Context: an optimization exercise on an open-source flow, tuned for small area, a short achievable clock period and few clock cycles. The choices shown serve that exercise and are no tape-out recipe. In this exercise RTL edits were held to simulation tests only and were not proved equivalent to the original.

==> inputs of 10-18 <==
==> flow/design.v <==
module sha256_msg_padder #(
  parameter int DATA_W = 64,
  parameter int LEN_W  = 64
) (
  input  logic                        clk,
  input  logic                        rst,
  input  logic [DATA_W-1:0]           data_in,
  input  logic                        data_valid,
  input  logic                        last_word,
  input  logic [$clog2(DATA_W):0]     last_invalid_bits,
  output logic                        in_ready,
  output logic [511:0]                block_out,
  output logic                        block_valid,
  output logic                        block_last,
  input  logic                        block_ready
);
  logic [511:0] buf_r;
  logic         bvalid_r, blast_r;
  logic         bvout_r;      
  logic         pend_r;       
  logic [2:0]   pvlo_r;       
  logic [7:0]   sel_r;        
  logic [54:0]  nb_r;         
  logic [5:0]   a_r;          
  logic         pinc_r;       
  logic         pclr_r;       
  logic         vp_r;         
  logic         blk_r;        
  logic         space, wi, wv, w, bx, clr;
  logic         fullw, w_last, eff_last, fits, lenld;
  logic [3:0]   inv_b;
  logic [2:0]   vlo, w_vlo;
  logic [54:0]  nb_inc, cb;
  logic [5:0]   a_s, a_cb;
  logic [6:0]   cin;
  logic [2:0]   pos;
  logic [63:0]  din, len;
  assign in_ready    = !blk_r && (!bvout_r || block_ready);
  assign block_out   = buf_r;
  assign block_valid = bvout_r;
  assign block_last  = blast_r;
  assign space = !bvalid_r || (block_ready && !pend_r);
  assign wi    = !rst && data_valid && !pend_r && !vp_r && (!bvalid_r || block_ready);
  assign wv    = !rst && vp_r && space;              
  assign w     = wi || wv;
  assign bx    = !rst && bvalid_r && block_ready;
  assign clr   = rst || bx;
  assign inv_b = last_invalid_bits[6:3];
  assign fullw = (inv_b == 4'd0);
  always_comb begin
    case (inv_b)
      4'd1: vlo = 3'd7;
      4'd2: vlo = 3'd6;
      4'd3: vlo = 3'd5;
      4'd4: vlo = 3'd4;
      4'd5: vlo = 3'd3;
      4'd6: vlo = 3'd2;
      4'd7: vlo = 3'd1;
      default: vlo = 3'd0;
    endcase
  end
  always_comb begin
    for (int b = 0; b < 8; b++) begin
      din[63-8*b -: 8] = data_in[63-8*b -: 8];
      if (last_word) begin
        if (inv_b > 4'(7 - b)) din[63-8*b -: 8] = 8'h00;
        if (inv_b == 4'(8 - b)) din[63-8*b] = 1'b1;
      end
    end
  end
  assign w_last   = wv || last_word;
  assign w_vlo    = vp_r ? 3'd0 : vlo;
  assign eff_last = wv || (wi && last_word && !fullw);
  assign fits     = !sel_r[7];
  always_comb begin
    for (int g = 0; g < 7; g++) cin[g] = &(a_r | ~((6'd1 << g) - 6'd1));
    for (int j = 0; j < 55; j++)
      nb_inc[j] = nb_r[j] ^ (cin[j/8] && &(nb_r | ~(((55'd1 << j) - 55'd1) & ~((55'd1 << (8*(j/8))) - 55'd1))));
    for (int g = 0; g < 6; g++) a_s[g] = cin[g] ? (nb_r[8*g +: 8] == 8'hfe) : a_r[g];
    cb   = pclr_r ? 55'd0 : (pinc_r ? nb_inc : nb_r);
    a_cb = pclr_r ? 6'd0  : (pinc_r ? a_s : a_r);
  end
  assign pos = pend_r ? 3'd7 : {|sel_r[7:4], sel_r[7] | sel_r[6] | sel_r[3] | sel_r[2],
                                sel_r[7] | sel_r[5] | sel_r[3] | sel_r[1]};
  assign lenld = (w && w_last && fits) || (bx && pend_r);
  assign len   = {cb, pos, (pend_r ? pvlo_r : w_vlo), 3'b000};
  logic [7:0]   ld, keep, mk;
  logic [511:0] buf_s;
  always_comb begin
    for (int k = 0; k < 8; k++) begin
      ld[k]   = wi && sel_r[k];
      mk[k]   = wv && sel_r[k];
      keep[k] = !ld[k] && !clr && !mk[k] && !(k == 7 && lenld);
    end
    for (int k = 0; k < 8; k++)
      buf_s[64*(7-k) +: 64] = ({64{ld[k]}} & din) | ({64{keep[k]}} & buf_r[64*(7-k) +: 64]);
    buf_s[63:0]    = buf_s[63:0] | ({64{lenld}} & len);
    for (int k = 0; k < 8; k++)
      buf_s[64*(7-k) + 63] = buf_s[64*(7-k) + 63] | mk[k];
  end
  always_ff @(posedge clk) buf_r <= buf_s;
  always_ff @(posedge clk) begin
    if (rst) begin
      nb_r   <= 55'd0;
      a_r    <= 6'd0;
      pinc_r <= 1'b0;
      pclr_r <= 1'b0;
    end else begin
      nb_r   <= cb;
      a_r    <= a_cb;
      pinc_r <= w && !eff_last && sel_r[7];
      pclr_r <= (eff_last && fits) || (bx && pend_r);
    end
  end
  logic pend_s, vp_s;
  always_comb begin
    pend_s = pend_r;
    if (bx) pend_s = 1'b0;
    if (eff_last) pend_s = !fits;
    vp_s = vp_r;
    if (wi && last_word && fullw) vp_s = 1'b1;
    else if (wv)                  vp_s = 1'b0;
  end
  always_ff @(posedge clk) begin
    if (rst) blk_r <= 1'b0;
    else     blk_r <= pend_s || vp_s;
  end
  always_ff @(posedge clk) begin
    if (rst) begin
      bvalid_r <= 1'b0;
      bvout_r  <= 1'b0;
      blast_r  <= 1'b0;
      pend_r   <= 1'b0;
      pvlo_r   <= 3'd0;
      sel_r    <= 8'd1;
      vp_r     <= 1'b0;
    end else begin
      if (wi && last_word && fullw) vp_r <= 1'b1;
      else if (wv)                  vp_r <= 1'b0;
      if (bx) begin
        bvalid_r <= pend_r;
        bvout_r  <= pend_r;
        blast_r  <= pend_r;
        pend_r   <= 1'b0;
      end
      if (w) begin
        if (eff_last) begin
          bvalid_r <= 1'b1;
          bvout_r  <= 1'b1;
          blast_r  <= fits;
          pend_r   <= !fits;
          pvlo_r   <= w_vlo;
          sel_r    <= 8'd1;
        end else begin
          sel_r    <= {sel_r[6:0], sel_r[7]};
          if (sel_r[7]) begin
            bvalid_r <= 1'b1;
            bvout_r  <= 1'b1;
            blast_r  <= 1'b0;
          end
        end
      end
    end
  end
endmodule
==> flow/flow/run.sh <==
#!/bin/bash
set -euo pipefail
export BUFFER_PORTS_ARGS="-buffer_cell sky130_fd_sc_hd__buf_1"
bash standard.sh > standard.log 2>&1
==> flow/standard.sh <==
#!/bin/bash
# synth_recipe.tcl (not shown) runs the flow's synth.tcl, then flattens the netlist and writes it again
# the make line also repeats each setting of config.mk as NAME=value (left out here)
make -C /OpenROAD-flow-scripts/flow DESIGN_CONFIG=/design/flow/config.mk WORK_HOME=/design/flow/orfs CLKGATE_MAP_FILE= SYNTH_SCRIPT=/design/flow/synth_recipe.tcl "${@:-finish}"
==> flow/config.mk <==
export PLATFORM = sky130hd
export DESIGN_NAME = sha256_msg_padder
export DESIGN_NICKNAME = sha256_msg_padder
export VERILOG_FILES = /design/flow/design.v
export SDC_FILE = /design/flow/constraint.sdc
export NUM_CORES = 4
export LEC_CHECK = 0
export CAP_MARGIN = 20
export CORE_MARGIN = 2
export CORE_UTILIZATION = 70
export CTS_BUF_LIST = sky130_fd_sc_hd__clkbuf_8
export CTS_CLUSTER_DIAMETER = 50
export CTS_CLUSTER_SIZE = 16
export PLACE_DENSITY = 0.85
export SETUP_SLACK_MARGIN = 2.35
export SLEW_MARGIN = 20
==> flow/constraint.sdc <==
create_clock -name core_clock -period 4.5 [get_ports {clk}]
set_input_delay 0.9000 -clock core_clock [delete_from_list [all_inputs] [get_ports {clk}]]
set_output_delay 0.9000 -clock core_clock [all_outputs]
set_load 0.01 [all_outputs]
==> 10-19: changes against 10-18 <==
==> flow/design.v, changed modules only <==
module sha256_msg_padder #(
  parameter int DATA_W = 64,
  parameter int LEN_W  = 64
) (
  input  logic                        clk,
  input  logic                        rst,
  input  logic [DATA_W-1:0]           data_in,
  input  logic                        data_valid,
  input  logic                        last_word,
  input  logic [$clog2(DATA_W):0]     last_invalid_bits,
  output logic                        in_ready,
  output logic [511:0]                block_out,
  output logic                        block_valid,
  output logic                        block_last,
  input  logic                        block_ready
);
  logic [511:0] buf_r;
  logic         bvalid_r, blast_r;
  logic         bvout_r;      
  logic         pend_r;       
  logic [2:0]   pvlo_r;       
  logic [7:0]   sel_r;        
  logic [57:0]  nw_r;         
  logic [6:0]   a_r;          
  logic         pinc_r;       
  logic         pclr_r;       
  logic         vp_r;         
  logic         blk_r;        
  logic         space, wi, wv, w, bx, clr;
  logic         fullw, w_last, eff_last, fits, lenld;
  logic [3:0]   inv_b;
  logic [2:0]   vlo, w_vlo;
  logic [57:0]  nw_inc, cb;
  logic [6:0]   a_s, a_cb;
  logic [7:0]   cin;
  logic [63:0]  din, len;
  assign in_ready    = !blk_r && (!bvout_r || block_ready);
  assign block_out   = buf_r;
  assign block_valid = bvout_r;
  assign block_last  = blast_r;
  assign space = !bvalid_r || (block_ready && !pend_r);
  assign wi    = !rst && data_valid && !pend_r && !vp_r && (!bvalid_r || block_ready);
  assign wv    = !rst && vp_r && space;              
  assign w     = wi || wv;
  assign bx    = !rst && bvalid_r && block_ready;
  assign clr   = rst || bx;
  assign inv_b = last_invalid_bits[6:3];
  assign fullw = (inv_b == 4'd0);
  always_comb begin
    case (inv_b)
      4'd1: vlo = 3'd7;
      4'd2: vlo = 3'd6;
      4'd3: vlo = 3'd5;
      4'd4: vlo = 3'd4;
      4'd5: vlo = 3'd3;
      4'd6: vlo = 3'd2;
      4'd7: vlo = 3'd1;
      default: vlo = 3'd0;
    endcase
  end
  always_comb begin
    for (int b = 0; b < 8; b++) begin
      din[63-8*b -: 8] = data_in[63-8*b -: 8];
      if (last_word) begin
        if (inv_b > 4'(7 - b)) din[63-8*b -: 8] = 8'h00;
        if (inv_b == 4'(8 - b)) din[63-8*b] = 1'b1;
      end
    end
  end
  assign w_last   = wv || last_word;
  assign w_vlo    = vp_r ? 3'd0 : vlo;
  assign eff_last = wv || (wi && last_word && !fullw);
  assign fits     = !sel_r[7];
  always_comb begin
    for (int g = 0; g < 8; g++) cin[g] = &(a_r | ~((7'd1 << g) - 7'd1));
    for (int j = 0; j < 58; j++)
      nw_inc[j] = nw_r[j] ^ (cin[j/8] && &(nw_r | ~(((58'd1 << j) - 58'd1) & ~((58'd1 << (8*(j/8))) - 58'd1))));
    for (int g = 0; g < 7; g++) a_s[g] = cin[g] ? (nw_r[8*g +: 8] == 8'hfe) : a_r[g];
    cb   = pclr_r ? 58'd0 : (pinc_r ? nw_inc : nw_r);
    a_cb = pclr_r ? 7'd0  : (pinc_r ? a_s : a_r);
  end
  assign lenld = (w && w_last && fits) || (bx && pend_r);
  assign len   = {cb, (pend_r ? pvlo_r : w_vlo), 3'b000};
  logic [7:0]   ld, keep, mk;
  logic [511:0] buf_s;
  always_comb begin
    for (int k = 0; k < 8; k++) begin
      ld[k]   = wi && sel_r[k];
      mk[k]   = wv && sel_r[k];
      keep[k] = !ld[k] && !clr && !mk[k] && !(k == 7 && lenld);
    end
    for (int k = 0; k < 8; k++)
      buf_s[64*(7-k) +: 64] = ({64{ld[k]}} & din) | ({64{keep[k]}} & buf_r[64*(7-k) +: 64]);
    buf_s[63:0]    = buf_s[63:0] | ({64{lenld}} & len);
    for (int k = 0; k < 8; k++)
      buf_s[64*(7-k) + 63] = buf_s[64*(7-k) + 63] | mk[k];
  end
  always_ff @(posedge clk) buf_r <= buf_s;
  always_ff @(posedge clk) begin
    if (rst) begin
      nw_r   <= 58'd0;
      a_r    <= 7'd0;
      pinc_r <= 1'b0;
      pclr_r <= 1'b0;
    end else begin
      nw_r   <= cb;
      a_r    <= a_cb;
      pinc_r <= w && !eff_last;
      pclr_r <= (eff_last && fits) || (bx && pend_r);
    end
  end
  logic pend_s, vp_s;
  always_comb begin
    pend_s = pend_r;
    if (bx) pend_s = 1'b0;
    if (eff_last) pend_s = !fits;
    vp_s = vp_r;
    if (wi && last_word && fullw) vp_s = 1'b1;
    else if (wv)                  vp_s = 1'b0;
  end
  always_ff @(posedge clk) begin
    if (rst) blk_r <= 1'b0;
    else     blk_r <= pend_s || vp_s;
  end
  always_ff @(posedge clk) begin
    if (rst) begin
      bvalid_r <= 1'b0;
      bvout_r  <= 1'b0;
      blast_r  <= 1'b0;
      pend_r   <= 1'b0;
      pvlo_r   <= 3'd0;
      sel_r    <= 8'd1;
      vp_r     <= 1'b0;
    end else begin
      if (wi && last_word && fullw) vp_r <= 1'b1;
      else if (wv)                  vp_r <= 1'b0;
      if (bx) begin
        bvalid_r <= pend_r;
        bvout_r  <= pend_r;
        blast_r  <= pend_r;
        pend_r   <= 1'b0;
      end
      if (w) begin
        if (eff_last) begin
          bvalid_r <= 1'b1;
          bvout_r  <= 1'b1;
          blast_r  <= fits;
          pend_r   <= !fits;
          pvlo_r   <= w_vlo;
          sel_r    <= 8'd1;
        end else begin
          sel_r    <= {sel_r[6:0], sel_r[7]};
          if (sel_r[7]) begin
            bvalid_r <= 1'b1;
            bvout_r  <= 1'b1;
            blast_r  <= 1'b0;
          end
        end
      end
    end
  end
endmodule
Settings changed: CORE_UTILIZATION 70 to 40, CTS_BUF_LIST sky130_fd_sc_hd__clkbuf_8 to default, CTS_CLUSTER_DIAMETER 50 to 60, CTS_CLUSTER_SIZE 16 to 25, PLACE_DENSITY 0.85 to 0.6.
==> metrics.json <==
{
  "run_status": "finished clean",
  "non_clock_buffer_area_share_pct": 11.8,
  "biggestRegsByFlops": "buf_r: 512 flops, nw_r: 58 flops, sel_r: 8 flops",
  "critical_path.top_delay_family": "simple AND/OR/NAND/NOR gates",
  "yosys.area_share.xor_xnor_pct": 1.60,
  "diodes": 4,
  "power_density_mw_per_mm2": 401,
  "reg2reg_slack_ps": 2400,
  "hp-start": "buf_r[207]$_DFF_P_",
  "period_utilisation_layout_pct": 47.5,
  "stdcell_area_mm2": 0.0257
}
the above is filed under 10-19

==> metrics.json <==
{
  "run_status": "finished clean",
  "stdcell_area_mm2": 0.0240,
  "biggestRegsByFlops": "buf_r: 512 flops, nb_r: 55 flops, sel_r: 8 flops",
  "reg2reg_slack_ps": 2330,
  "critical_path.top_delay_family": "compound AO/OA/AOI/OAI gates"
}
the above is filed under 10-18

Testbench counts of 10-18, summed over its fixed seeds: cycles 83,190.
Testbench counts of 10-19, summed over its fixed seeds: cycles 83,190.

==> what the ideal ports hide <==
In the flow no input, the clock included, has a driving cell. The finished layouts below were timed again as built, in two steps.
Step 1, drivers: a clkbuf_16 drives clk and a buf_2 each remaining input, both assumed.
Step 2 moves the port delays by t, midway between the first and last clock arrival at a register: inputs arrive t later, outputs are due t later. That takes back most of the time a late clock gives input paths.
a / b / c = ideal ports / drivers / drivers and shift; a / b = the first two.
run | shift t [ns] | slack for setup (ns) | latest minus earliest clock arrival (ns) | pins driven straight from the clock port
10-18 | 0.645 | 2.332 / 2.265 / 1.690 | 0.033 / 0.032 | 1
10-19 | 0.647 | 2.364 / 2.289 / 1.703 | 0.029 / 0.029 | 1
After both steps setup and hold are still met in every run listed. For 10-19, which loses most, drivers alone change the setup slack by -0.075 ns; drivers and shift together by -0.661 ns.
